Context: an optimization exercise on an open-source flow, tuned for small area, a short achievable clock period and few clock cycles per item. The choices shown serve that exercise and are no tape-out recipe.
Where RTL was checked, it was by simulation tests only, not by an equivalence proof against the original.
For runs 2 to 8, only the layout was checked, not whether the RTL still works.
No activity file was given, so power comes from the tool's default toggle rates.

[flow/config.mk]
export PLATFORM = sky130hd
export DESIGN_NAME = sliding_window_anagram_match
export DESIGN_NICKNAME = sliding_window_anagram_match
export VERILOG_FILES = /design/flow/design.v
export SDC_FILE = /design/flow/constraint.sdc
export NUM_CORES = 4
export LEC_CHECK = 0
export CAP_MARGIN = 20
export CORE_MARGIN = 2
export CORE_UTILIZATION = 40
export SLEW_MARGIN = 20
[flow/constraint.sdc]
create_clock -name core_clock -period 13.0 [get_ports {clk}]
set_input_delay 2.6000 -clock core_clock [delete_from_list [all_inputs] [get_ports {clk}]]
set_output_delay 2.6000 -clock core_clock [all_outputs]
set_load 0.01 [all_outputs]
[flow/design.v]
package swam_pkg;
  localparam int LETTER_W = 5;
  localparam int S_TDATA_W = 8;
  localparam int S_TUSER_W = 2;
  localparam int M_TDATA_W = 8;
  typedef enum logic [S_TUSER_W-1:0] {
    OP_CLEAR   = 2'd0,
    OP_PATTERN = 2'd1,
    OP_TEXT    = 2'd2
  } swam_op_t;
endpackage
module sliding_window_anagram_match
#(
  parameter int MAX_PATTERN = 256,
  parameter int ALPHABET    = 26
) (
  input  logic                 clk,
  input  logic                 rst,
  input  logic                 s_tvalid,
  output logic                 s_tready,
  input  logic [swam_pkg::S_TDATA_W-1:0] s_tdata,    
  input  logic [swam_pkg::S_TUSER_W-1:0] s_tuser,    
  input  logic                 s_tlast,
  output logic                 m_tvalid,
  input  logic                 m_tready,
  output logic [swam_pkg::M_TDATA_W-1:0] m_tdata,    
  output logic                 m_tlast
);
  localparam int LW    = swam_pkg::LETTER_W;
  localparam int PTR_W = $clog2(MAX_PATTERN);           
  localparam int CNT_W = PTR_W + 1;                     
  localparam int NSEG  = PTR_W;                         
  localparam int QD    = 4;                             
  logic          rdy_q;
  logic          s_fire, sym_ok;
  logic          clr1, pat1, txt1, last1;
  logic [LW-1:0] let1;
  assign s_tready = rdy_q;
  assign s_fire   = s_tvalid && rdy_q;
  assign sym_ok   = s_tdata[LW-1:0] < LW'(ALPHABET);
  always_ff @(posedge clk) begin
    clr1  <= rst || (s_fire && s_tuser == swam_pkg::OP_CLEAR);
    pat1  <= !rst && s_fire && s_tuser == swam_pkg::OP_PATTERN && sym_ok;
    txt1  <= !rst && s_fire && s_tuser == swam_pkg::OP_TEXT && sym_ok;
    let1  <= s_tdata[LW-1:0];
    last1 <= s_tlast;
  end
  logic [CNT_W-1:0] plen_m1;       
  logic [PTR_W-1:0] tcnt;          
  logic             full;          
  logic             tstart;        
  logic             ovf;
  logic             clr, lnz, lmax, pat_add, pat_drop, txt_win, win_dec;
  logic [LW-1:0]    tap;           
  assign clr      = clr1 || rst;
  assign lnz      = !plen_m1[CNT_W-1];
  assign lmax     = lnz && (&plen_m1[PTR_W-1:0]);
  assign pat_add  = pat1 && !tstart && !lmax;
  assign pat_drop = pat1 && !tstart && lmax;
  assign txt_win  = txt1 && lnz;
  assign win_dec  = txt_win && full;
  always_ff @(posedge clk) begin
    if (clr) begin
      plen_m1 <= '1;
      tcnt    <= '0;
      full    <= 1'b0;
      tstart  <= 1'b0;
      ovf     <= 1'b0;
    end else begin
      if (pat_add) plen_m1 <= plen_m1 + CNT_W'(1);
      if (txt_win && !full) begin
        tcnt <= tcnt + PTR_W'(1);
        if (tcnt == plen_m1[PTR_W-1:0]) full <= 1'b1;
      end
      if (txt1) tstart <= 1'b1;
      if (pat_drop) ovf <= 1'b1;
    end
  end
  logic [LW-1:0] seg_in [NSEG+1];
  assign seg_in[NSEG] = let1;
  for (genvar k = NSEG - 1; k >= 0; k--) begin : g_seg
    localparam int N = 1 << k;
    logic [LW*N-1:0] sr;
    always_ff @(posedge clk) begin
      if (txt_win) begin
        if (N == 1) sr <= seg_in[k+1];
        else        sr <= {sr[LW*N-LW-1:0], seg_in[k+1]};
      end
    end
    assign seg_in[k] = plen_m1[k] ? sr[LW*N-1 -: LW] : seg_in[k+1];
  end
  always_ff @(posedge clk) begin
    if (txt_win) tap <= seg_in[0];
  end
  logic [CNT_W-1:0] diff [ALPHABET];
  logic [ALPHABET-1:0] dz;
  for (genvar i = 0; i < ALPHABET; i++) begin : g_cnt
    logic inc, dec;
    assign inc = txt_win && (let1 == LW'(i));
    assign dec = (pat_add && (let1 == LW'(i))) || (win_dec && (tap == LW'(i)));
    always_ff @(posedge clk) begin
      if (clr)              diff[i] <= '0;
      else if (inc && !dec) diff[i] <= diff[i] + CNT_W'(1);
      else if (dec && !inc) diff[i] <= diff[i] - CNT_W'(1);
    end
    assign dz[i] = (diff[i] == '0);
  end
  logic v2, last2, found, match, found_o;
  always_ff @(posedge clk) begin
    v2    <= txt1 && !rst;
    last2 <= last1;
  end
  assign match   = !lnz || (full && (&dz));
  assign found_o = found || match;
  always_ff @(posedge clk) begin
    if (clr)     found <= 1'b0;
    else if (v2) found <= found_o;
  end
  logic [3:0]        q  [QD];      
  logic [QD-1:0]     qv;           
  logic [3:0]        q_in;
  logic              pop;
  logic [2:0]        n_q, tokens;
  assign q_in = {last2, ovf, found_o, match};
  assign pop  = qv[0] && m_tready;
  always_ff @(posedge clk) begin
    for (int j = 0; j < QD; j++) begin
      if (pop) begin
        if (j + 1 < QD && qv[j+1]) q[j] <= q[j+1];
        else if (v2 && (j == 0 || qv[j]))      q[j] <= q_in;
      end else begin
        if (v2 && !qv[j] && (j == 0 || qv[j-1])) q[j] <= q_in;
      end
    end
    if (rst) begin
      qv <= '0;
    end else begin
      case ({pop, v2})
        2'b10:   qv <= qv >> 1;
        2'b01:   qv <= {qv[QD-2:0], 1'b1};
        default: qv <= qv;
      endcase
    end
  end
  always_comb begin
    n_q = '0;
    for (int j = 0; j < QD; j++) n_q = n_q + 3'(qv[j]);
    tokens = n_q + 3'(v2) + 3'(txt1) + 3'(s_fire) - 3'(pop);
  end
  always_ff @(posedge clk) begin
    if (rst) rdy_q <= 1'b1;
    else     rdy_q <= (tokens <= 3'(QD - 1));
  end
  assign m_tvalid = qv[0];
  assign m_tdata  = {(swam_pkg::M_TDATA_W - 3)'(0), q[0][2:0]};
  assign m_tlast  = q[0][3];
endmodule
[flow/run.sh]
#!/bin/bash
# synth_recipe.tcl (not shown) runs the flow's synth.tcl, then flattens the netlist and writes it again
# the make line also repeats each setting of config.mk as NAME=value (left out here)
make -C /OpenROAD-flow-scripts/flow DESIGN_CONFIG=/design/flow/config.mk WORK_HOME=/design/flow/orfs CLKGATE_MAP_FILE= SYNTH_SCRIPT=/design/flow/synth_recipe.tcl finish
==> results by group, run 1 <==
Run status
  • Status: complete, no violations

Clock tree
  • # H-tree levels: 4
  • PostCTS Resize Cnt: 0
  • CTS sink count: 1567
  • CTS buffer count: 161
  • Root cell of the clock tree: clkbuf_16
  • Hold Buf Count CTS: 0
  • CTS max path bufs: 3
  • Setup bufs post-CTS: 0
  • CTS tree: built
  • Clock latency (worst-skew pair): 0.78 ns
  • Clock Pin Slew Worst Setup and Hold Paths: approximately 0.06 ns

Place
  • DPL Wire Length: 58820 µm
  • DP Cell Count: 5657
  • Placed cell area: 63350 µm²
  • GPL Wtd Cong: 0.8069
  • I/O Buffers: 17

Timing
  • Highest clock rate: 0.1995 GHz
  • Final Max Tran Viols: 0
  • Unrepaired setup endpoints after global routing: false
  • Final TNS setup: 0 ns
  • Max_slew headroom: 28.85%
  • Clk_skew: 0.03888 ns
  • Period utilization: 38.57%
  • Slew @ Worst Pin: 1.067 ns
  • Final-report hold violation count: 0
  • # setup viols final: 0
  • Final min period: 5.014 ns

Hold path
  • Hold Path Class: reg2reg

Final layout
  • Post-route insts no fill: roughly 6000
  • Layout Cell Area excl Fill: 68610 µm²
  • Util after Layout: 46.57%
  • Layout Nets: 4154
  • Area Growth Syn to Fin: 15.95%
  • Share of cells above drive strength 1: 13.38%
  • Antenna diodes: 0

Setup path
  • Maximum fanout along the worst path: 21
  • WS Path Type: reg2reg
  • Data required time of the critical path: roughly 14 ns
  • CP startpoint kind: flip-flop
  • CP Capture Type: flip-flop
  • CP arrival: about 5.7 ns

Global routing
  • GRT Resource Usage Total: 13.12%
  • Busiest grt layer: met1
  • First-pass GRT wire length: 157900 µm
  • Initial antenna violation count: 1
  • Met2 Resource Use GR: 18.29%
  • GRT Residual Overflow: 0
  • Pin count of the biggest net entering global routing: ~220
  • Met3 global-route usage: 2.955%
  • Met1 usage: 20.00%
  • Vias in the first global route: 28560

Floorplan
  • Die area: about 150000 µm²
  • Chip height: around 400 µm
  • FP Rows: 141
  • Initial Util: about two fifths
  • Core area: 147300 µm²
  • I/O pin count: 26
  • DIE WIDTH: just under 400 µm

Power and ir drop
  • Maximum vdd drop: between 0.1 and 0.15 mV
  • PwrDens: approximately 140 nW/µm²
  • Leak pwr: 0.02104 µW

Synthesis
  • Fraction of registers with async set/reset: 0%
  • Commonest cells post-synth: edfxtp_1, nor2_1, dfxtp_1, ha_1, a21oi_1
  • Top FF cell, synth: edfxtp_1
  • Seq/Total Area, Yosys: 74.94%
  • Post-synthesis area per instance: 15.64 µm²
  • Most frequent cell after synthesis: edfxtp_1
  • EDFF count, synth: 1296
  • Yosys reg bits: 1567
  • Post-Synthesis Cells: 3783
  • Synth cell types: 57
  • Synthesized cell area: 59170 µm²
  • Most area-hungry cell type in the Yosys netlist: edfxtp_1
  • Synth Warn #: 6
  • Synth top area cells: edfxtp_1, dfxtp_1, ha_1, nor2_1, xor2_1
  • Share of the synthesized area in the top cell type: 65.77%

Routing
  • DR WL/cell: between 15 and 20 µm
  • 1st-iter DRT viols: 2128
  • Length of the first detailed-routing pass in iterations: 5
  • DRC viols: 0
  • Remaining antenna violation count: 0
  • Final wirelength: 99300 µm
  • Via count: slightly below 30000
  • Vias per Instance: 4.991

Job
  • Max cap viols: 0
## stage by stage
stage	total power [µW]	hold slack [ns]	setup slack, ns
final	9947	0.3833	7.986
after detailed placement	5542	0.3996	7.264
after global routing	10310	0.3903	7.594
after global placement	5541	0.3963	7.286
after CTS	10110	0.3933	7.977
after floorplan	5516	0.3096	-10.97
## kinds of logic (layout without fill, tap and decap cells)
family	count (synthesis)	after routing	synth area share (%)
AND/OR/NAND/NOR	1012	1012	8.230
XOR/XNOR	166	166	2.457
buffers and inverters	206	440	1.366
multiplexers	122	122	2.267
flip-flops	1567	1567	74.94
other	1	5	0.006338
adder cells (fa/ha/maj)	248	248	5.625
AO/OA/AOI/OAI	461	461	5.109
## flip-flops by register name (all words and copies together), names as in the netlist
signal and count:
plen_m1 9, q 16, v2 1, rdy_q 1, last2 1, last1 1, g_seg.sr 1275, ovf 1
pat1 1, found 1, txt1 1, qv 4, tstart 1, tap 5, tcnt 8, diff 234
full 1, let1 5, clr1 1
## layer usage
layer	up-vias	routed length, µm	share of wire [%]
met2	427	41430	42
met5	-	0	0
li1	14510	-	-
met1	14600	51160	52
met4	0	2529	2.5
met3	162	4177	4.2
## cell type report
type	count	area, µm²
inverter	105	481.7
tap	1930	2415
fill	12490	78700
timing repair buffer	42	431.7
clock inverter	84	924.6
multi-input combinational	2014	15710
sequential	1567	44350
clock buffer	209	4302
## layout by cell type, fill, tap and decap left out, types with 22 or more instances in the layout
cell type  netlist  final
a21o_1          29     29
a21oi_1        159    131
a21oi_2          0     27
a22oi_1         26     26
and3_1          43     43
clkbuf_1        78     41
clkbuf_16        0    163
clkinv_1         0     23
dfxtp_1        271    269
edfxtp_1      1296   1296
fa_1            30     29
ha_1           218    113
ha_2             0     24
ha_4             0     81
inv_1          105     82
mux2_2          26     26
mux2i_1         86     86
nand2_1         88     82
nand3_1         75     70
nand3b_1        24     24
nor2_1         444    442
nor2b_1         44     34
nor3_1          95     91
nor3b_1         23     22
nor4_1          78     78
o21ai_0         49     44
o31ai_1         38     37
or3_1           45     45
xnor2_1         51     51
xor2_1         115    115
## report_power, final
group | switching (µW) | total, µW | internal [µW] | leakage (µW)
registers | 4.27 | 5370 | 5360 | 0.0115
clock network | 1910 | 4510 | 2600 | 0.00251
logic | 49.3 | 68.5 | 19.2 | 0.00699
## worst paths after layout
| path | start | to | slack, ns | cells after the start |
|---|---|---|---|---|
| max | plen_m1[3] | diff[8][8] | 7.99 | 18 |
| max reg2reg | plen_m1[3] | diff[8][8] | 7.99 | 18 |
| min reg2reg | last1 | last2 | 0.38 | 0 |
| min | last1 | last2 | 0.38 | 0 |
## worst max-delay path: stages (launching register included)
cell and delay [ns]:
dfxtp_1 0.78, and3_1 0.32, nand3_1 0.11, nor2_1 0.19, ha_1 0.28, nor3b_2 0.07, buf_4 0.20, nand2_1 0.08
nor2_1 0.10, a22oi_1 0.47, ha_2 0.32, inv_2 0.10, ha_1 0.32, nor2b_1 0.17, o2111ai_1 0.27, nand3_1 0.12
o211ai_1 0.14, mux2i_1 0.63, mux2i_1 0.24
Testbench counts, summed over its fixed seeds: cycles 77,933, items 52,211.
==> run 2, diff against run 1 <==
--- a/flow/design.v
+++ b/flow/design.v
@@ -51,9 +51,9 @@
   logic             tstart;        
   logic             ovf;
-  logic             clr, lnz, lmax, pat_add, pat_drop, txt_win, win_dec;
+  logic             lmax;          
+  logic             clr, lnz, pat_add, pat_drop, txt_win, win_dec;
   logic [LW-1:0]    tap;           
-  assign clr      = clr1 || rst;
+  assign clr      = clr1;          
   assign lnz      = !plen_m1[CNT_W-1];
-  assign lmax     = lnz && (&plen_m1[PTR_W-1:0]);
   assign pat_add  = pat1 && !tstart && !lmax;
   assign pat_drop = pat1 && !tstart && lmax;
@@ -67,6 +67,10 @@
       tstart  <= 1'b0;
       ovf     <= 1'b0;
+      lmax    <= 1'b0;
     end else begin
-      if (pat_add) plen_m1 <= plen_m1 + CNT_W'(1);
+      if (pat_add) begin
+        plen_m1 <= plen_m1 + CNT_W'(1);
+        lmax    <= (plen_m1 == CNT_W'(MAX_PATTERN - 2));
+      end
       if (txt_win && !full) begin
         tcnt <= tcnt + PTR_W'(1);
@@ -96,13 +100,15 @@
   logic [ALPHABET-1:0] dz;
   for (genvar i = 0; i < ALPHABET; i++) begin : g_cnt
-    logic inc, dec;
-    assign inc = txt_win && (let1 == LW'(i));
-    assign dec = (pat_add && (let1 == LW'(i))) || (win_dec && (tap == LW'(i)));
+    logic hit_new, hit_old, up, dn;
+    assign hit_new = (let1 == LW'(i));
+    assign hit_old = win_dec && (tap == LW'(i));
+    assign up = txt_win && hit_new && !hit_old;
+    assign dn = (pat_add && hit_new) || (hit_old && !hit_new);
     always_ff @(posedge clk) begin
-      if (clr)              diff[i] <= '0;
-      else if (inc && !dec) diff[i] <= diff[i] + CNT_W'(1);
-      else if (dec && !inc) diff[i] <= diff[i] - CNT_W'(1);
+      if (clr)     diff[i] <= CNT_W'(1);
+      else if (up) diff[i] <= {diff[i][CNT_W-2:0], diff[i][8] ^ diff[i][4]};
+      else if (dn) diff[i] <= {diff[i][0] ^ diff[i][5], diff[i][CNT_W-1:1]};
     end
-    assign dz[i] = (diff[i] == '0);
+    assign dz[i] = (diff[i] == CNT_W'(1));
   end
   logic v2, last2, found, match, found_o;
==> results by group, run 2 <==
Clock tree
  • Root cell of the clock tree: clkbuf_16
  • PostCTS Resize Cnt: 0
  • CTS sink count: 1568
  • CTS tree: built
  • Clock latency (worst-skew pair): 0.78 ns
  • CTS max path bufs: 3
  • # H-tree levels: 4
  • CTS buffer count: 156
  • Setup bufs post-CTS: 0
  • Hold Buf Count CTS: 0
  • Clock Pin Slew Worst Setup and Hold Paths: around 0.060 ns

Synthesis
  • Synth cell types: 81
  • Synth Warn #: 6
  • Most area-hungry cell type in the Yosys netlist: edfxtp_1
  • Post-Synthesis Cells: between 3000 and 4000
  • Top FF cell, synth: edfxtp_1
  • Commonest cells post-synth: edfxtp_1, dfxtp_1, mux2i_1, nor2_1, o21ai_0
  • Fraction of registers with async set/reset: 0%
  • EDFF count, synth: 1296
  • Yosys reg bits: between 1500 and 2000
  • Synthesized cell area: 54780 µm²
  • Seq/Total Area, Yosys: ~81%
  • Share of the synthesized area in the top cell type: between 70% and 80%
  • Synth top area cells: edfxtp_1, dfxtp_1, mux2i_1, a211oi_1, o21ai_0
  • Most frequent cell after synthesis: edfxtp_1
  • Post-synthesis area per instance: 17.58 µm²

Timing
  • Unrepaired setup endpoints after global routing: false
  • Final WS setup: 8.022 ns
  • Final-report hold violation count: 0
  • Final Max Tran Viols: 0
  • Max_slew headroom: 26.71%
  • Final TNS setup: 0 ns
  • Clk_skew: around 0.033 ns
  • # setup viols final: 0
  • Highest clock rate: ~0.2 GHz
  • Slew @ Worst Pin: approximately 1.1 ns
  • Period utilization: 38.29%
  • Final min period: 4.978 ns

Routing
  • Vias per Instance: 5.114
  • Final wirelength: 88220 µm
  • Via count: 26140
  • Met2 WL: between 30000 and 40000 µm
  • M1 WL: between 40000 and 50000 µm
  • Length of the first detailed-routing pass in iterations: 5
  • 1st-iter DRT viols: between 2000 and 3000
  • Highest routed layer: met5
  • DRC viols: 0
  • DR WL/cell: 17.26 µm
  • Remaining antenna violation count: 0
  • Routed wl met3: around 4600 µm

Final layout
  • Commonest non-fill, non-tap cells in the layout: edfxtp_1, dfxtp_1, mux2i_1
  • Layout Cell Area excl Fill: 62070 µm²
  • Max FFs per register: 1275
  • Layout Nets: between 3000 and 4000
  • Most flop-heavy register: g_seg.sr
  • Util after Layout: 45.76%
  • Area Growth Syn to Fin: 13.31%
  • Fill cell count: roughly 12000
  • Top Registers: g_seg.sr x1275, diff x234, q x16
  • Leading cell type in the layout, fill and taps excluded: edfxtp_1
  • Share of cells above drive strength 1: around 11%

Setup path
  • WS Path Type: in2reg
  • Data required time of the critical path: between 10 and 15 ns
  • Critical-path top delay cell: clkdlybuf4s50_1
  • CP arrival: between 5 and 6 ns
  • Maximum fanout along the worst path: 5
  • CP most frequent cell: fa_1
  • Crit path buf inv count: 2
  • CP max stage delay: 0.57 ns
  • Largest delay share family, worst path: adder cells
  • CP Capture Type: flip-flop
  • Crit path cell chain: clkdlybuf4s50_1, nand2_1, inv_1, ha_1, fa_1, fa_1, fa_1, fa_1, xnor2_1, nand2_1
  • CP startpoint kind: primary input

Hold path
  • Hold Path Class: reg2reg

Job
  • Max cap viols: 0

Power and ir drop
  • Leak pwr: between 0.015 and 0.02 µW
  • Maximum vdd drop: 0.1102 mV
  • Tot Pwr: 9834 µW
  • PwrDens: about 160 nW/µm²

Floorplan
  • FP Rows: 135
  • Die area: 139900 µm²
  • Core area: about 140000 µm²
  • I/O pin count: 26
  • DIE WIDTH: 374.1 µm
  • Initial Util: between 40 and 50%
  • Chip height: between 300 and 400 µm

Global routing
  • GRT Residual Overflow: 0
  • First-pass GRT wire length: 138500 µm
  • GRT Resource Usage Total: roughly an eighth
  • Pin count of the biggest net entering global routing: 199
  • Initial antenna violation count: 6
  • Vias in the first global route: 24320

Place
  • Place WS: 7.230 ns
  • I/O Buffers: 17
  • GPL Wtd Cong: 0.8479
  • DPL Wire Length: 49160 µm
  • Placed cell area: between 50000 and 60000 µm²

Run status
  • Status: complete, no violations
[run 2: final cells by class]
class | instances | area, µm² | area share [%]
sequential | 1568 | 44370 | 71.48
multi-input combinational | 1376 | 9774 | 15.75
clock buffer | 188 | 4105 | 6.614
tap | 1781 | 2228 | 3.590
clock inverter | 104 | 914.6 | 1.474
timing repair buffer | 59 | 540.5 | 0.8708
inverter | 35 | 138.9 | 0.2237
antenna | 1 | 2.502 | 0.004032
[run 2: per-stage QoR]
step / std cells / hold WS, ns
floorplan: 3121 / 0.3096
global placement: 4817 / 0.3119
detailed placement: 4817 / 0.3150
CTS: 5109 / 0.3288
global route: 5111 / 0.3298
finish: 5112 / 0.3287
[run 2: per-layer routing]
layer / global-route usage (%) / up-vias
met1: 19.63 / 13050
met4: 4.744 / 6
met3: 2.878 / 164
met2: 16.37 / 530
met5: 0 / -
li1: - / 12390
[run 2: power by group]
group / internal (µW) / total [µW] / switching (µW)
logic: 31.8 / 95.0 / 63.2
clock network: 2450 / 4340 / 1890
registers: 5380 / 5400 / 23.5
total: 7850 / 9830 / 1980
[run 2: cells by family after synthesis]
kind of cell | count (synthesis) | share of synthesized area [%]
multiplexers | 211 | 4.004
AO/OA/AOI/OAI | 522 | 6.715
XOR/XNOR | 74 | 1.183
adder cells (fa/ha/maj) | 10 | 0.2832
buffers and inverters | 177 | 1.407
flip-flops | 1568 | 80.98
other | 1 | 0.006845
AND/OR/NAND/NOR | 554 | 5.420
[run 2: worst paths after layout]
path	cells past startpoint	slack, ns	to	startpoint
worst min register to register	0	0.33	last2	last1
worst max register to register	6	8.32	g_seg[7].sr[406]	txt1
worst min-delay path	0	0.33	last2	last1
worst max-delay path	10	8.02	rdy_q	m_tready
==> run 3, diff against run 2 <==
--- a/flow/config.mk
+++ b/flow/config.mk
@@ -6,6 +6,6 @@
 export NUM_CORES = 4
 export LEC_CHECK = 0
-export CAP_MARGIN = 20
+export CAP_MARGIN = 50
 export CORE_MARGIN = 2
 export CORE_UTILIZATION = 40
-export SLEW_MARGIN = 20
+export SLEW_MARGIN = 70
==> results by group, run 3 <==
Run status
  • Status: complete, no violations

Setup path
  • Reg2reg path depth: 11
  • Stages on the worst setup path: 10
  • Data required time of the critical path: 13.66 ns
  • Flop-to-flop setup slack: 9.42 ns
  • CP Capture Point: rdy_q
  • Crit path buf inv count: 2
  • Reg2reg start: txt1
  • Critical-path top delay cell: clkdlybuf4s50_1
  • CP startpoint: m_tready
  • CP max stage delay: 0.59 ns
  • WS Path Type: in2reg
  • Crit path cell chain: clkdlybuf4s50_1, nand2_1, inv_1, ha_1, fa_1, fa_1, fa_1, fa_1, xnor2_1, nand2_1
  • Maximum fanout along the worst path: 5
  • Largest delay share family, worst path: adder cells
  • CP most frequent cell: fa_1
  • Reg-to-Reg End: g_seg[6].sr[214]
  • CP arrival: 5.64 ns
  • CP startpoint kind: primary input
  • CP Capture Type: flip-flop

Final layout
  • Most flop-heavy register: g_seg.sr
  • Layout Nets: 3301
  • Share of cells above drive strength 1: between 10 and 15%
  • Post-route insts no fill: 5184
  • Area Growth Syn to Fin: 15.76%
  • Commonest non-fill, non-tap cells in the layout: edfxtp_1, dfxtp_1, mux2i_1
  • Leading cell type in the layout, fill and taps excluded: edfxtp_1
  • Max FFs per register: 1275
  • Layout Cell Area excl Fill: 63420 µm²
  • Top Registers: g_seg.sr x1275, diff x234, q x16

Clock tree
  • Hold Buf Count CTS: 0
  • CTS max path bufs: 3
  • Clock latency (worst-skew pair): 0.76 ns
  • Clock Pin Slew Worst Setup and Hold Paths: 0.06 ns
  • Setup bufs post-CTS: 0
  • Root cell of the clock tree: clkbuf_16
  • PostCTS Resize Cnt: 0
  • CTS sink count: about 1600
  • # H-tree levels: 4
  • CTS buffer count: 156
  • CTS tree: built

Synthesis
  • Top FF cell, synth: edfxtp_1
  • Synth cell types: around 80
  • Fraction of registers with async set/reset: 0%
  • Synthesized cell area: roughly 55000 µm²
  • Seq/Total Area, Yosys: 80.98%
  • Synth top area cells: edfxtp_1, dfxtp_1, mux2i_1, a211oi_1, o21ai_0
  • Most frequent cell after synthesis: edfxtp_1
  • Synth Warn #: 6
  • Share of the synthesized area in the top cell type: between 70% and 80%
  • Most area-hungry cell type in the Yosys netlist: edfxtp_1
  • Post-Synthesis Cells: 3117
  • Post-synthesis area per instance: 17.58 µm²
  • EDFF count, synth: 1296
  • Yosys reg bits: approximately 1600
  • Commonest cells post-synth: edfxtp_1, dfxtp_1, mux2i_1, nor2_1, o21ai_0

Global routing
  • First-pass GRT wire length: ~140000 µm
  • Initial antenna violation count: 2
  • Met1 usage: 19.34%
  • GRT Residual Overflow: 0
  • GRT Resource Usage Total: 12.58%
  • Busiest grt layer: met1
  • Met2 Resource Use GR: between 10% and 20%
  • Met3 global-route usage: under 10%
  • Pin count of the biggest net entering global routing: 68
  • Vias in the first global route: about 25000

Hold path
  • Hold Path Class: reg2reg

Floorplan
  • Chip height: 374.1 µm
  • I/O pin count: 26
  • Die area: between 100000 and 150000 µm²
  • Core area: 135600 µm²
  • Initial Util: between 40 and 50%
  • FP Rows: 135
  • DIE WIDTH: 374.1 µm

Routing
  • Remaining antenna violation count: 0
  • 1st-iter DRT viols: 2383
  • DRC viols: 0
  • Vias per Instance: between 5 and 6
  • Length of the first detailed-routing pass in iterations: 5
  • DR WL/cell: ~17 µm
  • Final wirelength: 89380 µm
  • Via count: 26370

Place
  • DPL Wire Length: 52410 µm
  • Placed cell area: 58480 µm²
  • GPL Wtd Cong: 0.8479
  • I/O Buffers: 17
  • DP Cell Count: 4893

Power and ir drop
  • Leak pwr: 0.01889 µW
  • PwrDens: 152.6 nW/µm²
  • Maximum vdd drop: 0.1427 mV

Timing
  • # setup viols final: 0
  • Unrepaired setup endpoints after global routing: false
  • Final TNS setup: 0 ns
  • Highest clock rate: 0.2008 GHz
  • Final-report hold violation count: 0
  • Period utilization: 38.31%
  • Final min period: ~5 ns
  • Final Max Tran Viols: 0
  • Clk_skew: 0.02597 ns

Job
  • Max cap viols: 0
==> run 3: cell types whose count changed in the layout (fill, tap and decap cells not counted), sizes merged <==
cell / previous run / this run
buf: 42 / 121
bufinv: 8 / 3
clkbuf: 188 / 206
clkinv: 77 / 61
diode: 1 / 3
inv: 48 / 42
==> run 3: cells by family (layout without fill, tap and decap cells) <==
logic type               count (synthesis)  count (layout)  synth area share, %
other                                    1               8             0.006845
AND/OR/NAND/NOR                        554             554                5.420
XOR/XNOR                                74              74                1.183
AO/OA/AOI/OAI                          522             522                6.715
buffers and inverters                  177             456                1.407
flip-flops                            1568            1568                80.98
adder cells (fa/ha/maj)                 10              10               0.2832
multiplexers                           211             211                4.004
==> run 3: layout make-up <==
type                    count  area [µm²]
inverters                  35       147.6
fillers                 11350       72220
clock inverters            77       634.4
diodes                      3       7.507
clock buffers             205        4138
repair buffers            139        1599
well taps                1781        2228
flip-flops and latches   1568       44400
multi-input cells        1376       10270
==> run 3: where the power goes <==
group,leakage (µW),internal [µW],total (µW),switching [µW]
registers,0.0122,5380,5400,22.1
clock network,0.00230,2320,4170,1850
logic,0.00437,43.3,113,69.3
==> run 3: through the flow <==
step	worst slack, ns	total power, µW	util [%]	hold slack (ns)
after global placement	7.276	5597	42.02	0.3119
final	8.019	9680	46.75	0.3301
after CTS	8.090	9829	46.64	0.3336
after floorplan	0.5466	5565	-	0.3096
after global routing	7.922	10030	46.75	0.3431
after detailed placement	7.258	5614	43.12	0.3198
==> run 3: how the worst min path moves through the flow <==
stage	end	cells past startpoint	slack [ns]	start
6_report	last2	0	0.33	last1
5_1_grt	last2	0	0.34	last1
4_1_cts	last2	0	0.33	last1
3_5_place_dp	last2	0	0.32	last1
3_3_place_gp	last2	0	0.31	last1
2_1_floorplan	last2	0	0.31	last1
==> run 3: layer usage <==
layer / share of wire [%] / vias up
met1: 51 / 13100
met3: 5.3 / 174
met5: 0.015 / -
met2: 41 / 538
li1: - / 12560
met4: 2.6 / 2
==> run 3: worst reg2reg max path: stages (launching register included) <==
cell	delay [ns]
dfxtp_2	0.54
nand2b_1	0.11
buf_4	0.27
inv_16	0.19
buf_16	0.26
buf_16	0.34
buf_12	0.24
buf_16	0.26
buf_16	0.32
buf_8	0.23
buf_12	0.25
buf_12	0.24
==> run 4, diff against run 3 <==
--- a/flow/design.v
+++ b/flow/design.v
@@ -30,5 +30,7 @@
   localparam int PTR_W = $clog2(MAX_PATTERN);           
   localparam int CNT_W = PTR_W + 1;                     
-  localparam int NSEG  = PTR_W;                         
+  localparam int FW    = 4;                             
+  localparam int BL    = 1 << FW;                       
+  localparam int NB    = MAX_PATTERN / BL - 1;          
   localparam int QD    = 4;                             
   logic          rdy_q;
@@ -81,11 +83,26 @@
     end
   end
-  logic [LW-1:0] seg_in [NSEG+1];
-  assign seg_in[NSEG] = let1;
-  for (genvar k = NSEG - 1; k >= 0; k--) begin : g_seg
+  logic [PTR_W-FW-1:0] nblk;
+  logic [LW-1:0]       blk_out [NB+1];
+  logic [LW-1:0]       seg_in [FW+1];
+  assign nblk       = plen_m1[PTR_W-1:FW];
+  assign blk_out[0] = let1;
+  for (genvar j = 0; j < NB; j++) begin : g_blk
+    logic [LW*BL-1:0] sr;
+    logic             en;
+    assign en = txt_win && (nblk > (PTR_W-FW)'(j));
+    always_ff @(posedge clk) begin
+      if (en) sr <= {sr[LW*BL-LW-1:0], blk_out[j]};
+    end
+    assign blk_out[j+1] = sr[LW*BL-1 -: LW];
+  end
+  assign seg_in[FW] = blk_out[nblk];
+  for (genvar k = FW - 1; k >= 0; k--) begin : g_seg
     localparam int N = 1 << k;
     logic [LW*N-1:0] sr;
+    logic            en;
+    assign en = txt_win && plen_m1[k];
     always_ff @(posedge clk) begin
-      if (txt_win) begin
+      if (en) begin
         if (N == 1) sr <= seg_in[k+1];
         else        sr <= {sr[LW*N-LW-1:0], seg_in[k+1]};
@@ -97,5 +114,5 @@
     if (txt_win) tap <= seg_in[0];
   end
-  logic [CNT_W-1:0] diff [ALPHABET];
+  logic [CNT_W-1:0]    diff [ALPHABET];
   logic [ALPHABET-1:0] dz;
   for (genvar i = 0; i < ALPHABET; i++) begin : g_cnt
@@ -126,6 +143,6 @@
   logic [QD-1:0]     qv;           
   logic [3:0]        q_in;
-  logic              pop;
-  logic [2:0]        n_q, tokens;
+  logic              pop, rdy_next;
+  logic [2:0]        base;
   assign q_in = {last2, ovf, found_o, match};
   assign pop  = qv[0] && m_tready;
@@ -150,11 +167,15 @@
   end
   always_comb begin
-    n_q = '0;
-    for (int j = 0; j < QD; j++) n_q = n_q + 3'(qv[j]);
-    tokens = n_q + 3'(v2) + 3'(txt1) + 3'(s_fire) - 3'(pop);
+    base = 3'(v2) + 3'(txt1);
+    for (int j = 0; j < QD; j++) base = base + 3'(qv[j]);
+    case (base)
+      3'd0, 3'd1, 3'd2: rdy_next = 1'b1;
+      3'd3:             rdy_next = !s_fire || pop;
+      default:          rdy_next = pop;
+    endcase
   end
   always_ff @(posedge clk) begin
     if (rst) rdy_q <= 1'b1;
-    else     rdy_q <= (tokens <= 3'(QD - 1));
+    else     rdy_q <= rdy_next;
   end
   assign m_tvalid = qv[0];
--- a/flow/config.mk
+++ b/flow/config.mk
@@ -6,6 +6,6 @@
 export NUM_CORES = 4
 export LEC_CHECK = 0
-export CAP_MARGIN = 50
+export CAP_MARGIN = 20
 export CORE_MARGIN = 2
 export CORE_UTILIZATION = 40
-export SLEW_MARGIN = 70
+export SLEW_MARGIN = 20
==> results by group, run 4 <==
Synthesis
  • Synth cell types: 77
  • Commonest cells post-synth: edfxtp_1, dfxtp_1, nor2_1, mux2i_1, a211oi_1
  • Post-synthesis area per instance: 17.55 µm²
  • Most area-hungry cell type in the Yosys netlist: edfxtp_1
  • EDFF count, synth: 1296
  • Yosys reg bits: around 1600
  • Top FF cell, synth: edfxtp_1
  • Fraction of registers with async set/reset: 0%
  • Seq/Total Area, Yosys: 81.52%
  • Most frequent cell after synthesis: edfxtp_1
  • Synth Warn #: 7
  • Synthesized cell area: roughly 54000 µm²
  • Synth top area cells: edfxtp_1, dfxtp_1, mux2i_1, a211oi_1, nor2_1
  • Share of the synthesized area in the top cell type: roughly 72%
  • Post-Synthesis Cells: ~3100

Clock tree
  • Hold Buf Count CTS: 0
  • CTS tree: built
  • CTS buffer count: 152
  • CTS sink count: 1568
  • Clock Pin Slew Worst Setup and Hold Paths: 0.06 ns
  • Setup bufs post-CTS: 0
  • Root cell of the clock tree: clkbuf_16
  • PostCTS Resize Cnt: 0
  • # H-tree levels: 4
  • Clock latency (worst-skew pair): 0.76 ns
  • CTS max path bufs: 3

Routing
  • 1st-iter DRT viols: between 2000 and 3000
  • DR WL/cell: approximately 18 µm
  • DRC viols: 0
  • Final wirelength: approximately 90000 µm
  • Remaining antenna violation count: 0
  • Vias per Instance: 5.031
  • Length of the first detailed-routing pass in iterations: 7
  • Via count: 25640

Power and ir drop
  • PwrDens: approximately 160 nW/µm²
  • Switching part of the total: 19.28%
  • Flop pwr share: 55.0%
  • Clk pwr share: approximately 44%
  • Maximum vdd drop: 0.1213 mV
  • Leak pwr: 0.01644 µW
  • Net Sw Power: 1887 µW
  • Internal Pwr Total: 7904 µW
  • Combinational group share of total power: 0.8%

Global routing
  • GRT Residual Overflow: 0
  • Pin count of the biggest net entering global routing: 100
  • Vias in the first global route: 24000
  • First-pass GRT wire length: 139300 µm
  • GRT Resource Usage Total: 12.76%
  • Initial antenna violation count: 7

Job
  • Max cap viols: 0

Final layout
  • Commonest non-fill, non-tap cells in the layout: edfxtp_1, dfxtp_1, nor2_1
  • Leading cell type in the layout, fill and taps excluded: edfxtp_1
  • Util after Layout: 45.66%
  • Share of cells above drive strength 1: 10.71%
  • Layout Nets: 3215
  • Antenna diodes: 0
  • Post-route insts no fill: 5096
  • Fill cell count: 11390
  • Layout Cell Area excl Fill: 61780 µm²
  • Area Growth Syn to Fin: 13.51%
  • Max FFs per register: 1200
  • Most flop-heavy register: g_blk.sr
  • Top Registers: g_blk.sr x1200, diff x234, g_seg.sr x75

Setup path
  • CP max stage delay: 0.61 ns
  • CP arrival: just under 2 ns
  • Maximum fanout along the worst path: 12
  • Data required time of the critical path: around 10 ns
  • Crit path cell chain: clkdlybuf4s50_1
  • WS Path Type: reg2out
  • Largest delay share family, worst path: buffers and inverters
  • CP startpoint kind: flip-flop
  • Crit path buf inv count: 1
  • CP Capture Type: output port
  • Critical-path top delay cell: clkdlybuf4s50_1

Floorplan
  • DIE WIDTH: 372.9 µm
  • Chip height: 372.9 µm
  • Core area: 135300 µm²
  • Initial Util: about two fifths
  • Die area: about 140000 µm²
  • I/O pin count: 26
  • FP Rows: 135

Timing
  • Highest clock rate: 0.2207 GHz
  • Fin Hold WS: 0.3269 ns
  • Final min period: 4.530 ns
  • Final Max Tran Viols: 0
  • # setup viols final: 0
  • Period utilization: 34.85%
  • Max_slew headroom: 26.59%
  • Final-report hold violation count: 0
  • Slew @ Worst Pin: 1.099 ns
  • Clk_skew: approximately 0.032 ns
  • Unrepaired setup endpoints after global routing: false
  • Final TNS setup: 0 ns

Hold path
  • Hold Path Class: reg2reg

Place
  • DP Cell Count: 4818
  • Placed cell area: approximately 57000 µm²
  • DPL Wire Length: 52500 µm
  • I/O Buffers: 17
  • GPL Wtd Cong: 0.8038

Run status
  • Status: complete, no violations
run 4: cell types whose count changed after synthesis, moves of 35 or more:
cell,delta
o311a_1,-41
o21ai_0,-78
a21oi_1,-47
nand3_1,-35
nor2_1,+138
mux2i_1,+45
a211oi_1,+58
run 4: final timing paths:
check                     to  cells past startpoint  slack, ns   from
max                 m_tvalid                      1       8.47  qv[0]
min                    last2                      0       0.33  last1
max reg2reg  g_blk[7].sr[67]                      6       9.37   txt1
min reg2reg            last2                      0       0.33  last1
run 4: kinds of logic (layout without fill, tap and decap cells):
logic type | count (synthesis) | count (layout) | share of synthesized area [%]
flip-flops | 1568 | 1568 | 81.52
AO/OA/AOI/OAI | 373 | 373 | 4.858
XOR/XNOR | 72 | 72 | 1.159
adder cells (fa/ha/maj) | 8 | 8 | 0.2253
multiplexers | 262 | 262 | 5.033
other | 1 | 5 | 0.006891
AND/OR/NAND/NOR | 654 | 654 | 5.941
buffers and inverters | 163 | 373 | 1.262
run 4: per-layer routing:
layer / global-route usage (%) / up-vias / wire (µm)
met2: 17.65 / 514 / 38120
met1: 19.39 / 12760 / 44560
li1: - / 12200 / -
met3: 3.037 / 158 / 4616
met5: 0 / - / 11
met4: 4.786 / 2 / 2379
run 4: layout make-up:
type | instances | area [µm²] | area share, %
timing repair buffer | 62 | 528.0 | 0.8547
inverter | 34 | 127.6 | 0.2066
clock inverter | 80 | 850.8 | 1.377
clock buffer | 197 | 4114 | 6.660
multi-input combinational | 1374 | 9559 | 15.47
sequential | 1568 | 44370 | 71.82
tap | 1781 | 2228 | 3.607
run 4: stage by stage:
stage	setup WS [ns]	power [µW]
floorplan	3.181	5540
global placement	8.529	5571
detailed placement	8.439	5572
CTS	8.399	9933
global route	8.385	10140
finish	8.470	9791
run 4: power groups by stage:
stage | sequential [µW] | combinational (µW) | clock (µW)
2_1_floorplan | 5480 | 58.8 | 0
3_3_place_gp | 5490 | 80.9 | 0
3_5_place_dp | 5490 | 81.8 | 0
4_1_cts | 5380 | 82.2 | 4470
5_1_grt | 5380 | 89.5 | 4670
6_report | 5380 | 82.3 | 4330
==> run 5, diff against run 4 <==
--- a/flow/config.mk
+++ b/flow/config.mk
@@ -8,4 +8,4 @@
 export CAP_MARGIN = 20
 export CORE_MARGIN = 2
-export CORE_UTILIZATION = 40
+export CORE_UTILIZATION = 60
 export SLEW_MARGIN = 20
==> results by group, run 5 <==
Run status
  • Status: complete, no violations

Power and ir drop
  • Maximum vdd drop: 0.1300 mV
  • PwrDens: 160.3 nW/µm²
  • Leak pwr: about 0.016 µW
  • Tot Pwr: slightly below 10000 µW

Synthesis
  • Synthesized cell area: 54420 µm²
  • Synth top area cells: edfxtp_1, dfxtp_1, mux2i_1, a211oi_1, nor2_1
  • Fraction of registers with async set/reset: 0%
  • Top FF cell, synth: edfxtp_1
  • Post-synthesis area per instance: 17.55 µm²
  • Seq/Total Area, Yosys: about 82%
  • EDFF count, synth: 1296
  • Yosys reg bits: 1568
  • Share of the synthesized area in the top cell type: a little under three quarters
  • Most frequent cell after synthesis: edfxtp_1
  • Commonest cells post-synth: edfxtp_1, dfxtp_1, nor2_1, mux2i_1, a211oi_1
  • Synth Warn #: 7
  • Synth cell types: 77
  • Most area-hungry cell type in the Yosys netlist: edfxtp_1
  • Post-Synthesis Cells: 3101

Routing
  • Length of the first detailed-routing pass in iterations: 5
  • DR WL/cell: 20.69 µm
  • Via count: ~26000
  • Vias per Instance: 5.778
  • DRC viols: 0
  • 1st-iter DRT viols: around 2400
  • Remaining antenna violation count: 0
  • Final wirelength: 92920 µm

Floorplan
  • DIE WIDTH: 305.2 µm
  • FP Rows: 110
  • Die area: 93130 µm²
  • Initial Util: between 60% and 70%
  • I/O pin count: 26
  • Core area: 90010 µm²
  • Chip height: 305.2 µm

Setup path
  • Largest delay share family, worst path: buffers and inverters
  • Flop-to-flop setup slack: 9.14 ns
  • WS Path Type: reg2out
  • CP max stage delay: between 0.6 and 0.7 ns
  • CP arrival: 1.89 ns
  • Crit path buf inv count: 1
  • Crit path cell chain: clkdlybuf4s50_1
  • Reg-to-Reg End: g_blk[12].sr[50]
  • Reg2reg path depth: 5
  • CP startpoint kind: flip-flop
  • CP Capture Type: output port
  • Critical-path top delay cell: clkdlybuf4s50_1
  • Data required time of the critical path: 10.40 ns
  • Reg2reg start: txt1
  • Maximum fanout along the worst path: 12

Final layout
  • Top Registers: g_blk.sr x1200, diff x234, g_seg.sr x75
  • Max FFs per register: 1200
  • Layout Cell Area excl Fill: roughly 61000 µm²
  • Leading cell type in the layout, fill and taps excluded: edfxtp_1
  • Commonest non-fill, non-tap cells in the layout: edfxtp_1, dfxtp_1, nor2_1
  • Most flop-heavy register: g_blk.sr
  • Layout Nets: 3208
  • Share of cells above drive strength 1: about a tenth
  • Fill cell count: 6025
  • Area Growth Syn to Fin: 12.00%

Timing
  • Clk_skew: approximately 0.027 ns
  • Slew @ Worst Pin: about 1.1 ns
  • Final-report hold violation count: 0
  • Unrepaired setup endpoints after global routing: false
  • Final TNS setup: 0 ns
  • Highest clock rate: 0.2228 GHz
  • Max_slew headroom: slightly below 30%
  • # setup viols final: 0
  • Period utilization: between 30% and 40%
  • Final min period: 4.489 ns
  • Final Max Tran Viols: 0
  • Fin Hold WS: 0.3265 ns

Place
  • DPL Wire Length: 55420 µm
  • I/O Buffers: 17
  • GPL Wtd Cong: ~0.81
  • Placed cell area: 55970 µm²

Clock tree
  • Root cell of the clock tree: clkbuf_16
  • Clock latency (worst-skew pair): 0.74 ns
  • # H-tree levels: 4
  • CTS tree: built
  • Clock Pin Slew Worst Setup and Hold Paths: 0.06 ns
  • CTS sink count: roughly 1600
  • CTS max path bufs: 3
  • Hold Buf Count CTS: 0
  • CTS buffer count: approximately 150
  • PostCTS Resize Cnt: 0
  • Setup bufs post-CTS: 0

Global routing
  • GRT Residual Overflow: 0
  • Initial antenna violation count: 8
  • First-pass GRT wire length: between 100000 and 150000 µm
  • Pin count of the biggest net entering global routing: 82
  • GRT Resource Usage Total: 20.01%
  • Vias in the first global route: 24980

Hold path
  • Hold Path Class: reg2reg
  • Hold Path End: last2
  • Hold Startpoint: last1
  • WHS Path Cells: 0

Job
  • Max cap viols: 0
run 5: cell count changes in the layout (fill, tap and decap cells not counted), moves of 2 or more:
cell | before | now
inv_16 | 4 | 2
clkbuf_8 | 12 | 6
clkbuf_16 | 153 | 156
clkinv_16 | 3 | 1
clkinv_1 | 30 | 36
mux2i_1 | 215 | 210
diode_2 | 0 | 2
buf_4 | 44 | 36
clkinv_2 | 22 | 27
clkinv_8 | 0 | 4
mux2i_2 | 2 | 7
run 5: layout make-up:
type                            instances  area, µm²  share of cell area (%)
Tap cell                             1176       1471                   2.414
Inverter                               34      127.6                  0.2094
Timing Repair Buffer                   53      440.4                  0.7226
Antenna cell                            2      5.005                0.008211
Clock inverter                         89      825.8                   1.355
Sequential cell                      1568      44370                   72.79
Clock buffer                          195       4110                   6.743
Multi-Input combinational cell       1374       9607                   15.76
run 5: metal layers:
layer  vias to the layer above  routed length (µm)  global-route usage, %
met4                         0                2150                  6.392
met3                       170                5446                  4.416
li1                      12160                   -                      -
met2                       639               42080                  29.44
met1                     12980               43240                  30.22
met5                         -                   0                      0
run 5: worst max path at each step:
stage / cells after the start / startpoint / slack [ns] / to
3_5_place_dp: 3 / m_tready / 8.52 / q[3][2]
4_1_cts: 1 / qv[0] / 8.44 / m_tvalid
5_1_grt: 1 / qv[0] / 8.43 / m_tvalid
3_3_place_gp: 3 / m_tready / 8.59 / q[3][1]
6_report: 1 / qv[0] / 8.51 / m_tvalid
2_1_floorplan: 8 / plen_m1[8] / 3.18 / g_blk[12].sr[0]
run 5: kinds of logic after synthesis:
logic type,count (synthesis),synth area share [%]
AO/OA/AOI/OAI,373,4.858
buffers and inverters,163,1.262
XOR/XNOR,72,1.159
other,1,0.006891
AND/OR/NAND/NOR,654,5.941
adder cells (fa/ha/maj),8,0.2253
multiplexers,262,5.033
flip-flops,1568,81.52
run 5: through the flow:
stage,cells,util (%),setup WS (ns)
CTS,4488,67.67,8.439
detailed placement,4204,62.19,8.516
global route,4489,67.71,8.427
global placement,4204,62.16,8.593
finish,4491,67.72,8.511
floorplan,3105,-,3.181
run 5: power breakdown:
group	leakage, µW	switching [µW]	total (µW)	internal [µW]
sequential	0.0106	15.6	5390	5370
clock	0.00242	1810	4300	2490
combinational	0.00338	57.2	82.9	25.8
total	0.0164	1880	9770	7880
==> run 6, diff against run 5 <==
--- a/flow/design.v
+++ b/flow/design.v
@@ -144,4 +144,5 @@
   logic [3:0]        q_in;
   logic              pop, rdy_next;
+  logic              mvld;         
   logic [2:0]        base;
   assign q_in = {last2, ovf, found_o, match};
@@ -156,4 +157,5 @@
       end
     end
+    mvld <= !rst && (v2 || (pop ? qv[1] : qv[0]));
     if (rst) begin
       qv <= '0;
@@ -179,5 +181,5 @@
     else     rdy_q <= rdy_next;
   end
-  assign m_tvalid = qv[0];
+  assign m_tvalid = mvld;
   assign m_tdata  = {(swam_pkg::M_TDATA_W - 3)'(0), q[0][2:0]};
   assign m_tlast  = q[0][3];
--- a/flow/config.mk
+++ b/flow/config.mk
@@ -9,3 +9,6 @@
 export CORE_MARGIN = 2
 export CORE_UTILIZATION = 60
+export CTS_BUF_LIST = sky130_fd_sc_hd__clkbuf_16
+export CTS_CLUSTER_DIAMETER = 100
+export CTS_CLUSTER_SIZE = 30
 export SLEW_MARGIN = 20
==> results by group, run 6 <==
Synthesis
  • Synthesized cell area: around 54000 µm²
  • Most frequent cell after synthesis: edfxtp_1
  • EDFF count, synth: 1296
  • Synth cell types: 85
  • Post-synthesis area per instance: about 18 µm²
  • Synth Warn #: 7
  • Top FF cell, synth: edfxtp_1
  • Post-Synthesis Cells: 3088
  • Commonest cells post-synth: edfxtp_1, nor2_1, dfxtp_1, mux2i_1, a211oi_1
  • Seq/Total Area, Yosys: 81.46%
  • Most area-hungry cell type in the Yosys netlist: edfxtp_1
  • Yosys reg bits: 1569
  • Fraction of registers with async set/reset: 0%
  • Share of the synthesized area in the top cell type: 71.43%
  • Synth top area cells: edfxtp_1, dfxtp_1, mux2i_1, a211oi_1, nor2_1

Timing
  • Period utilization: 32.62%
  • Max_slew headroom: about a quarter
  • Highest clock rate: 0.2358 GHz
  • Final TNS setup: 0 ns
  • Unrepaired setup endpoints after global routing: false
  • Slew @ Worst Pin: 1.101 ns
  • Final min period: 4.241 ns
  • Clk_skew: 0.03956 ns
  • Final-report hold violation count: 0
  • Final Max Tran Viols: 0
  • # setup viols final: 0
  • Fin Hold WS: 0.3400 ns

Clock tree
  • Clock latency (worst-skew pair): 0.69 ns
  • CTS sink count: 1569
  • CTS buffer count: 58
  • # H-tree levels: 2
  • CTS tree: built
  • CTS max path bufs: 3
  • Clock Pin Slew Worst Setup and Hold Paths: 0.11 ns
  • Root cell of the clock tree: clkbuf_16
  • PostCTS Resize Cnt: 0
  • Hold Buf Count CTS: 0
  • Setup bufs post-CTS: 0

Final layout
  • Most flop-heavy register: g_blk.sr
  • Util after Layout: 64.15%
  • Fill cell count: 6274
  • Top Registers: g_blk.sr x1200, diff x234, g_seg.sr x75
  • Max FFs per register: 1200
  • Share of cells above drive strength 1: under 10%
  • Antenna diodes: 0
  • Layout Nets: between 3000 and 4000
  • Leading cell type in the layout, fill and taps excluded: edfxtp_1
  • Area Growth Syn to Fin: 5.982%
  • Commonest non-fill, non-tap cells in the layout: edfxtp_1, nor2_1, dfxtp_1

Global routing
  • Initial antenna violation count: 3
  • GRT Residual Overflow: 0
  • Pin count of the biggest net entering global routing: 97
  • Vias in the first global route: 24110
  • GRT Resource Usage Total: 19.17%
  • First-pass GRT wire length: 140100 µm

Place
  • DPL Wire Length: 55280 µm
  • I/O Buffers: 17
  • GPL Wtd Cong: about 0.81

Run status
  • Status: complete, no violations

Job
  • Max cap viols: 0

Floorplan
  • Initial Util: 60.53%
  • Die area: 93230 µm²
  • Core area: ~90000 µm²
  • I/O pin count: 26
  • Chip height: between 300 and 400 µm
  • FP Rows: 110
  • DIE WIDTH: 305.3 µm

Setup path
  • Largest delay share family, worst path: buffers and inverters
  • WS Path Type: reg2out
  • Crit path buf inv count: 1
  • CP arrival: between 1.5 and 2 ns
  • Critical-path top delay cell: clkdlybuf4s50_1
  • CP startpoint kind: flip-flop
  • Maximum fanout along the worst path: 4
  • CP Capture Type: output port
  • CP max stage delay: 0.56 ns
  • Data required time of the critical path: 10.40 ns
  • Crit path cell chain: clkdlybuf4s50_1

Routing
  • Vias per Instance: 5.871
  • M1 WL: 43310 µm
  • Met2 WL: 41950 µm
  • 1st-iter DRT viols: a little over 2000
  • Routed wl met3: between 3000 and 4000 µm
  • DR WL/cell: 21.00 µm
  • Length of the first detailed-routing pass in iterations: 7
  • Highest routed layer: met4
  • Remaining antenna violation count: 0
  • Final wirelength: 90120 µm
  • Via count: 25190
  • DRC viols: 0

Hold path
  • Hold Path Class: reg2reg

Power and ir drop
  • PwrDens: around 130 nW/µm²
  • Leak pwr: roughly 0.015 µW
  • Maximum vdd drop: 0.1019 mV
## run 6: cell types whose count changed in the layout (fill, tap and decap cells not counted), moves of 11 or more
cell,change
clkbuf_16,-96
clkbuf_1,-33
clkinv_1,-33
clkinv_2,-26
mux2_2,+19
inv_1,+17
nand2_1,+14
o21ai_0,-14
bufinv_16,-11
o211ai_1,+11
## run 6: stage by stage
stage	area (µm²)	instances	worst slack (ns)	power [µW]
after floorplan	54500	3092	5.737	5562
after global placement	56010	4197	8.604	5597
after detailed placement	56010	4197	8.509	5600
after CTS	57710	4291	8.707	7840
after global routing	57740	4291	8.663	8004
final	57740	4291	8.759	7745
## run 6: logic make-up after synthesis
| family | Yosys count | share of synthesized area, % |
|---|---|---|
| flops | 1569 | 81.46 |
| other cells | 1 | 0.006883 |
| mux | 282 | 5.418 |
| simple gates | 658 | 5.898 |
| compound gates | 353 | 4.683 |
| buf+inv | 146 | 1.167 |
| fa+ha+maj | 8 | 0.2251 |
| xor+xnor | 71 | 1.141 |
## run 6: path summary, 6_finish.rpt
kind	startpoint	to	slack (ns)	depth (start not counted)
worst max-delay path	rdy_q	s_tready	8.76	1
worst min-delay path	last1	last2	0.34	0
worst max register to register	txt1	g_blk[10].sr[1]	8.98	6
worst min register to register	last1	last2	0.34	0
## run 6: worst register-to-register path, stage by stage (launching register included)
cell and delay [ns]:
dfxtp_1 0.66, or2b_1 0.28, buf_4 0.30, inv_2 0.60, nand2_1 0.66, a21oi_4 0.31
buf_4 0.76
## run 6: power breakdown
| group | internal [µW] | leakage, µW | switching [µW] | total, µW |
|---|---|---|---|---|
| Combinational | 32.6 | 0.00371 | 67.7 | 100 |
| Clock | 869 | 0.000936 | 1390 | 2260 |
| Sequential | 5370 | 0.0106 | 18.3 | 5390 |
## run 6: cell type report
| cell class | count | area [µm²] | share of cell area [%] |
|---|---|---|---|
| flip-flops and latches | 1569 | 44390 | 76.87 |
| repair buffers | 50 | 417.9 | 0.7237 |
| clock buffers | 60 | 1501 | 2.600 |
| clock inverters | 34 | 201.4 | 0.3489 |
| multi-input cells | 1377 | 9669 | 16.75 |
| inverters | 25 | 93.84 | 0.1625 |
| well taps | 1176 | 1471 | 2.548 |
## run 6: metal layers
metal	vias to the layer above	GRT usage, %
li1	11820	-
met1	12820	29.41
met2	460	30.19
met3	95	1.934
met4	0	4.479
met5	-	0
==> run 7, diff against run 6 <==
==> flow/flow/run.sh (new file) <==
#!/bin/bash
set -uo pipefail
bash standard.sh \
  BUFFER_PORTS_ARGS="-buffer_cell sky130_fd_sc_hd__buf_4" \
  SETUP_SLACK_MARGIN=9.2 \
  finish > standard.log 2>&1
==> flow/standard.sh (new file) <==
#!/bin/bash
# synth_recipe.tcl (not shown) runs the flow's synth.tcl, then flattens the netlist and writes it again
# the make line also repeats each setting of config.mk as NAME=value (left out here)
make -C /OpenROAD-flow-scripts/flow DESIGN_CONFIG=/design/flow/config.mk WORK_HOME=/design/flow/orfs CLKGATE_MAP_FILE= SYNTH_SCRIPT=/design/flow/synth_recipe.tcl "${@:-finish}"
removed: flow/run.sh
==> results by group, run 7 <==
Power and ir drop
  • Tot Pwr: 7733 µW
  • Leak pwr: between 0.015 and 0.02 µW
  • Net Sw Power: 1471 µW
  • Internal Pwr Total: 6262 µW
  • Switching part of the total: a little under a fifth
  • PwrDens: 133.7 nW/µm²
  • Combinational group share of total power: 1.3%
  • Maximum vdd drop: 0.1193 mV
  • Clk pwr share: 29.1%
  • Flop pwr share: 69.6%

Timing
  • Clk_skew: between 0.04 and 0.05 ns
  • Period utilization: between 20 and 30%
  • Slew @ Worst Pin: approximately 1.1 ns
  • Max_slew headroom: 28.73%
  • Final Max Tran Viols: 0
  • Final WS setup: 9.183 ns
  • Final min period: 3.817 ns
  • Unrepaired setup endpoints after global routing: true
  • Final-report hold violation count: 0
  • Highest clock rate: ~0.26 GHz
  • Final TNS setup: 0 ns
  • # setup viols final: 0

Clock tree
  • Root cell of the clock tree: clkbuf_16
  • # H-tree levels: 2
  • Hold Buf Count CTS: 0
  • CTS sink count: 1569
  • Clock Pin Slew Worst Setup and Hold Paths: 0.12 ns
  • CTS buffer count: 58
  • CTS tree: built
  • Clock latency (worst-skew pair): 0.70 ns
  • CTS max path bufs: 3

Synthesis
  • EDFF count, synth: 1296
  • Commonest cells post-synth: edfxtp_1, nor2_1, dfxtp_1, mux2i_1, a211oi_1
  • Yosys reg bits: 1569
  • Synth Warn #: 7
  • Seq/Total Area, Yosys: 81.46%
  • Share of the synthesized area in the top cell type: a little under three quarters
  • Fraction of registers with async set/reset: 0%
  • Synth cell types: 85
  • Synth top area cells: edfxtp_1, dfxtp_1, mux2i_1, a211oi_1, nor2_1
  • Most frequent cell after synthesis: edfxtp_1
  • Post-synthesis area per instance: 17.64 µm²
  • Top FF cell, synth: edfxtp_1
  • Post-Synthesis Cells: about 3100
  • Synthesized cell area: roughly 54000 µm²
  • Most area-hungry cell type in the Yosys netlist: edfxtp_1

Setup path
  • Maximum fanout along the worst path: 1
  • Largest delay share family, worst path: flip-flops
  • CP startpoint kind: flip-flop
  • Crit path cell chain: buf_6
  • CP Capture Type: output port
  • CP startpoint: q[0][3]
  • Data required time of the critical path: between 10 and 15 ns
  • Critical-path top delay cell: edfxtp_1
  • WS Path Type: reg2out
  • CP max stage delay: 0.41 ns
  • CP arrival: between 1 and 1.5 ns
  • Crit path buf inv count: 1
  • Reg2reg start: txt1

Place
  • I/O Buffers: 17
  • Place WS: ~9.0 ns
  • Placed cell area: 55990 µm²
  • GPL Wtd Cong: 0.8172
  • DPL Wire Length: 55760 µm

Final layout
  • Area Growth Syn to Fin: 6.178%
  • Commonest non-fill, non-tap cells in the layout: edfxtp_1, nor2_1, dfxtp_1
  • Share of cells above drive strength 1: 7.597%
  • Leading cell type in the layout, fill and taps excluded: edfxtp_1
  • Top Registers: g_blk.sr x1200, diff x234, g_seg.sr x75
  • Layout Nets: 3110
  • Max FFs per register: 1200
  • Layout Cell Area excl Fill: approximately 58000 µm²
  • Most flop-heavy register: g_blk.sr
  • Util after Layout: 64.27%

Routing
  • DRC viols: 0
  • Vias per Instance: 5.811
  • DR WL/cell: between 20 and 25 µm
  • Length of the first detailed-routing pass in iterations: 5
  • Via count: 25040
  • Final wirelength: 90620 µm
  • Remaining antenna violation count: 0
  • 1st-iter DRT viols: 2039

Global routing
  • Initial antenna violation count: 1
  • Vias in the first global route: 24080
  • Pin count of the biggest net entering global routing: a little over 80
  • First-pass GRT wire length: 140300 µm
  • GRT Residual Overflow: 0
  • GRT Resource Usage Total: 19.30%

Run status
  • Status: complete, no violations

Floorplan
  • I/O pin count: 26
  • Chip height: a little over 300 µm
  • Core area: 90010 µm²
  • FP Rows: 110
  • Die area: 93230 µm²
  • Initial Util: 60.53%
  • DIE WIDTH: 305.3 µm

Job
  • Max cap viols: 0

Hold path
  • Hold Path Class: reg2reg
  • Hold Startpoint: last1
run 7: cell counts after synthesis:
No cell type changed its count.
run 7: worst paths after layout:
path | end | slack (ns) | cells after the start
setup / recovery | m_tlast | 9.18 | 1
hold / removal | last2 | 0.35 | 0
setup reg to reg | g_blk[7].sr[51] | 9.51 | 6
hold reg to reg | last2 | 0.35 | 0
run 7: per-stage QoR:
stage / hold slack [ns] / std cells
final: 0.3498 / 4310
after global routing: 0.3573 / 4309
after CTS: 0.3482 / 4307
after detailed placement: 0.3204 / 4200
after global placement: 0.3135 / 4200
after floorplan: 0.3096 / 3092
run 7: cells by family (layout without fill, tap and decap cells):
| family | Yosys count | in the layout | share of synthesized area (%) |
|---|---|---|---|
| and+or+nand+nor | 658 | 658 | 5.898 |
| muxes | 282 | 282 | 5.418 |
| xor gates and xnor gates | 71 | 71 | 1.141 |
| adders and majority gates | 8 | 8 | 0.2251 |
| AOI/OAI and AO/OA | 353 | 353 | 4.683 |
| DFF | 1569 | 1569 | 81.46 |
| buffers and inverters | 146 | 187 | 1.167 |
| other | 1 | 6 | 0.006883 |
run 7: routing by layer:
metal | track usage (%) | share of wire [%]
met3 | 2.212 | 3.3
met1 | 29.58 | 48
met4 | 5.041 | 2.3
met2 | 29.94 | 46
met5 | 0 | 0
run 7: final cells by class:
class	count	area, µm²
inverter	25	93.84
clock inverter	47	236.5
timing repair buffer	56	505.5
fill	6257	32160
antenna	1	2.502
clock buffer	59	1476
sequential	1569	44390
multi-input combinational	1377	9674
tap	1176	1471
run 7: power groups by stage:
stage / Combinational (µW) / Clock, µW / Sequential [µW]
2_1_floorplan: 72.7 / 0 / 5490
3_3_place_gp: 98.6 / 0 / 5500
3_5_place_dp: 102 / 0 / 5500
4_1_cts: 102 / 2350 / 5380
5_1_grt: 111 / 2510 / 5390
6_report: 102 / 2250 / 5380
run 7: timing repair:
| item | in CTS | in global routing |
|---|---|---|
| setup endpoints to repair | 565 | 80 |
| buffers inserted | 1 | 0 |
| resized for setup | 10 | 4 |
==> run 8, diff against run 7 <==
--- a/flow/config.mk
+++ b/flow/config.mk
@@ -8,7 +8,4 @@
 export CAP_MARGIN = 20
 export CORE_MARGIN = 2
-export CORE_UTILIZATION = 60
-export CTS_BUF_LIST = sky130_fd_sc_hd__clkbuf_16
-export CTS_CLUSTER_DIAMETER = 100
-export CTS_CLUSTER_SIZE = 30
+export CORE_UTILIZATION = 40
 export SLEW_MARGIN = 20
==> results by group, run 8 <==
Run status
  • Status: complete, no violations

Hold path
  • Hold Path Class: reg2reg

Global routing
  • GRT Resource Usage Total: 12.91%
  • Initial antenna violation count: 8
  • Vias in the first global route: 24180
  • First-pass GRT wire length: approximately 140000 µm
  • Pin count of the biggest net entering global routing: 81
  • GRT Residual Overflow: 0

Power and ir drop
  • Combinational group share of total power: roughly 1.0%
  • Net Sw Power: 1938 µW
  • Maximum vdd drop: 0.09177 mV
  • Internal Pwr Total: 7841 µW
  • Flop pwr share: 55.2%
  • Leak pwr: 0.01674 µW
  • Clk pwr share: 43.8%
  • Switching part of the total: 19.82%
  • PwrDens: 158.3 nW/µm²

Clock tree
  • Hold Buf Count CTS: 0
  • CTS buffer count: 156
  • Setup bufs post-CTS: 0
  • Root cell of the clock tree: clkbuf_16
  • Clock Pin Slew Worst Setup and Hold Paths: roughly 0.06 ns
  • CTS max path bufs: 3
  • # H-tree levels: 4
  • Clock latency (worst-skew pair): about 0.76 ns
  • CTS sink count: 1569
  • CTS tree: built

Routing
  • Via count: 25430
  • DRC viols: 0
  • Vias per Instance: 4.994
  • Remaining antenna violation count: 0
  • 1st-iter DRT viols: ~2300
  • Length of the first detailed-routing pass in iterations: 8
  • Final wirelength: 90940 µm
  • DR WL/cell: 17.86 µm

Final layout
  • Top Registers: g_blk.sr x1200, diff x234, g_seg.sr x75
  • Leading cell type in the layout, fill and taps excluded: edfxtp_1
  • Layout Nets: between 3000 and 4000
  • Area Growth Syn to Fin: 13.39%
  • Share of cells above drive strength 1: 11.42%
  • FF/Latch Area: 44390 µm²
  • Most flop-heavy register: g_blk.sr
  • Max FFs per register: 1200
  • Multi-input logic area: 9667 µm²
  • Fill cell count: 11520
  • Antenna diodes: 0
  • Commonest non-fill, non-tap cells in the layout: edfxtp_1, nor2_1, dfxtp_1

Timing
  • Highest clock rate: 0.2543 GHz
  • Final-report hold violation count: 0
  • Unrepaired setup endpoints after global routing: true
  • Final min period: 3.932 ns
  • Fin Hold WS: 0.3295 ns
  • # setup viols final: 0
  • Final Max Tran Viols: 0
  • Slew @ Worst Pin: 1.102 ns
  • Period utilization: 30.25%
  • Clk_skew: 0.02177 ns
  • Max_slew headroom: 26.37%
  • Final TNS setup: 0 ns

Synthesis
  • Most frequent cell after synthesis: edfxtp_1
  • Top FF cell, synth: edfxtp_1
  • Commonest cells post-synth: edfxtp_1, nor2_1, dfxtp_1, mux2i_1, a211oi_1
  • Seq/Total Area, Yosys: ~81%
  • Post-synthesis area per instance: 17.64 µm²
  • Synth top area cells: edfxtp_1, dfxtp_1, mux2i_1, a211oi_1, nor2_1
  • Post-Synthesis Cells: 3088
  • Synthesized cell area: 54480 µm²
  • Fraction of registers with async set/reset: 0%
  • Yosys reg bits: between 1500 and 2000
  • Most area-hungry cell type in the Yosys netlist: edfxtp_1
  • Share of the synthesized area in the top cell type: 71.43%
  • Synth cell types: 85
  • EDFF count, synth: ~1300
  • Synth Warn #: 7

Setup path
  • CP startpoint kind: flip-flop
  • Crit path cell chain: buf_6
  • Largest delay share family, worst path: flip-flops
  • CP max stage delay: 0.43 ns
  • Crit path buf inv count: 1
  • CP Capture Type: output port
  • Data required time of the critical path: 10.40 ns
  • CP arrival: 1.33 ns
  • WS Path Type: reg2out
  • Critical-path top delay cell: edfxtp_1
  • Maximum fanout along the worst path: 1

Floorplan
  • Chip height: 373.1 µm
  • DIE WIDTH: between 300 and 400 µm
  • Core area: 135300 µm²
  • Initial Util: about 40%
  • FP Rows: 135
  • Die area: 139200 µm²
  • I/O pin count: 26

Job
  • Max cap viols: 0

Place
  • I/O Buffers: 17
  • DPL Wire Length: around 54000 µm
  • GPL Wtd Cong: 0.7890
==> run 8: cell counts after synthesis <==
No cell type changed its count.
==> run 8: kinds of logic after synthesis <==
logic type / after synthesis / synth area share, %
adder cells (fa/ha/maj): 8 / 0.2251
AND/OR/NAND/NOR: 658 / 5.898
multiplexers: 282 / 5.418
flip-flops: 1569 / 81.46
buffers and inverters: 146 / 1.167
XOR/XNOR: 71 / 1.141
AO/OA/AOI/OAI: 353 / 4.683
other: 1 / 0.006883
==> run 8: worst paths after layout <==
path,end,slack (ns),depth (start not counted),startpoint
hold reg to reg,last2,0.33,0,last1
hold / removal,last2,0.33,0,last1
setup reg to reg,tap[2],9.41,5,plen_m1[7]
setup / recovery,m_tdata[2],9.07,1,q[0][2]
==> run 8: power groups by stage <==
stage | Sequential (µW) | Combinational, µW | Clock [µW]
2_1_floorplan | 5490 | 72.7 | 0
3_3_place_gp | 5500 | 99.6 | 0
3_5_place_dp | 5500 | 101 | 0
4_1_cts | 5390 | 101 | 4440
5_1_grt | 5390 | 110 | 4620
6_report | 5390 | 101 | 4280
==> run 8: area by class of cell <==
| class | count | area share (%) |
|---|---|---|
| sequential | 1569 | 71.86 |
| multi-input combinational | 1377 | 15.65 |
| clock buffer | 205 | 6.714 |
| tap | 1781 | 3.607 |
| clock inverter | 80 | 1.272 |
| timing repair buffer | 55 | 0.7474 |
| inverter | 25 | 0.1519 |
==> run 8: repair_timing <==
action | CTS | global route
setup endpoints to repair | 6 | 573
resized for setup | 8 | 9
pin swaps | 0 | 0
==> run 8: per-stage QoR <==
stage                     total power (µW)  cell area [µm²]  util [%]  instances  setup slack [ns]
final                                 9779            61780     45.66       5092             9.068
after floorplan                       5562            54580         -       3092             7.875
after global placement                5600            56760     41.95       4807             9.276
after detailed placement              5601            56760     41.95       4807             9.224
after CTS                             9930            61720     45.61       5092             8.977
after global routing                 10130            61780     45.66       5092             9.011
==> run 8: routing by layer <==
metal,routed length (µm),share of wire [%],vias up,global-route usage [%]
met2,37980,42,532,17.66
met4,1989,2.2,0,4.487
met1,46680,51,12590,20.31
li1,-,-,12170,-
met5,0,0,-,0
met3,4296,4.7,142,2.498

-- re-timing with driven ports --
How much do the figures lean on ideal ports? The routed layouts below were timed once more, with nothing changed but the port constraints.
Step 1: set_driving_cell puts a clkbuf_16 on clk and a buf_2 on each other input, an assumption about the parent block.
Step 2 also shifts input and output timing later by t, the mid clock arrival at the registers, as if the neighbouring blocks saw the same clock.
a / b / c = no drivers / after step 1 / after step 2; a / b = the first two.
run	shift t [ns]	setup WS [ns]
run 1	0.837	7.986 / 7.986 / 7.226
run 2	0.829	8.022 / 8.065 / 7.236
run 3	0.820	8.019 / 8.067 / 7.247
run 4	0.812	8.470 / 8.404 / 8.471
run 5	0.794	8.511 / 8.448 / 8.518
run 6	0.732	8.759 / 8.695 / 8.535
run 7	0.748	9.183 / 9.112 / 9.246
run 8	0.827	9.068 / 8.998 / 9.130
After both steps every run listed still meets setup and hold.
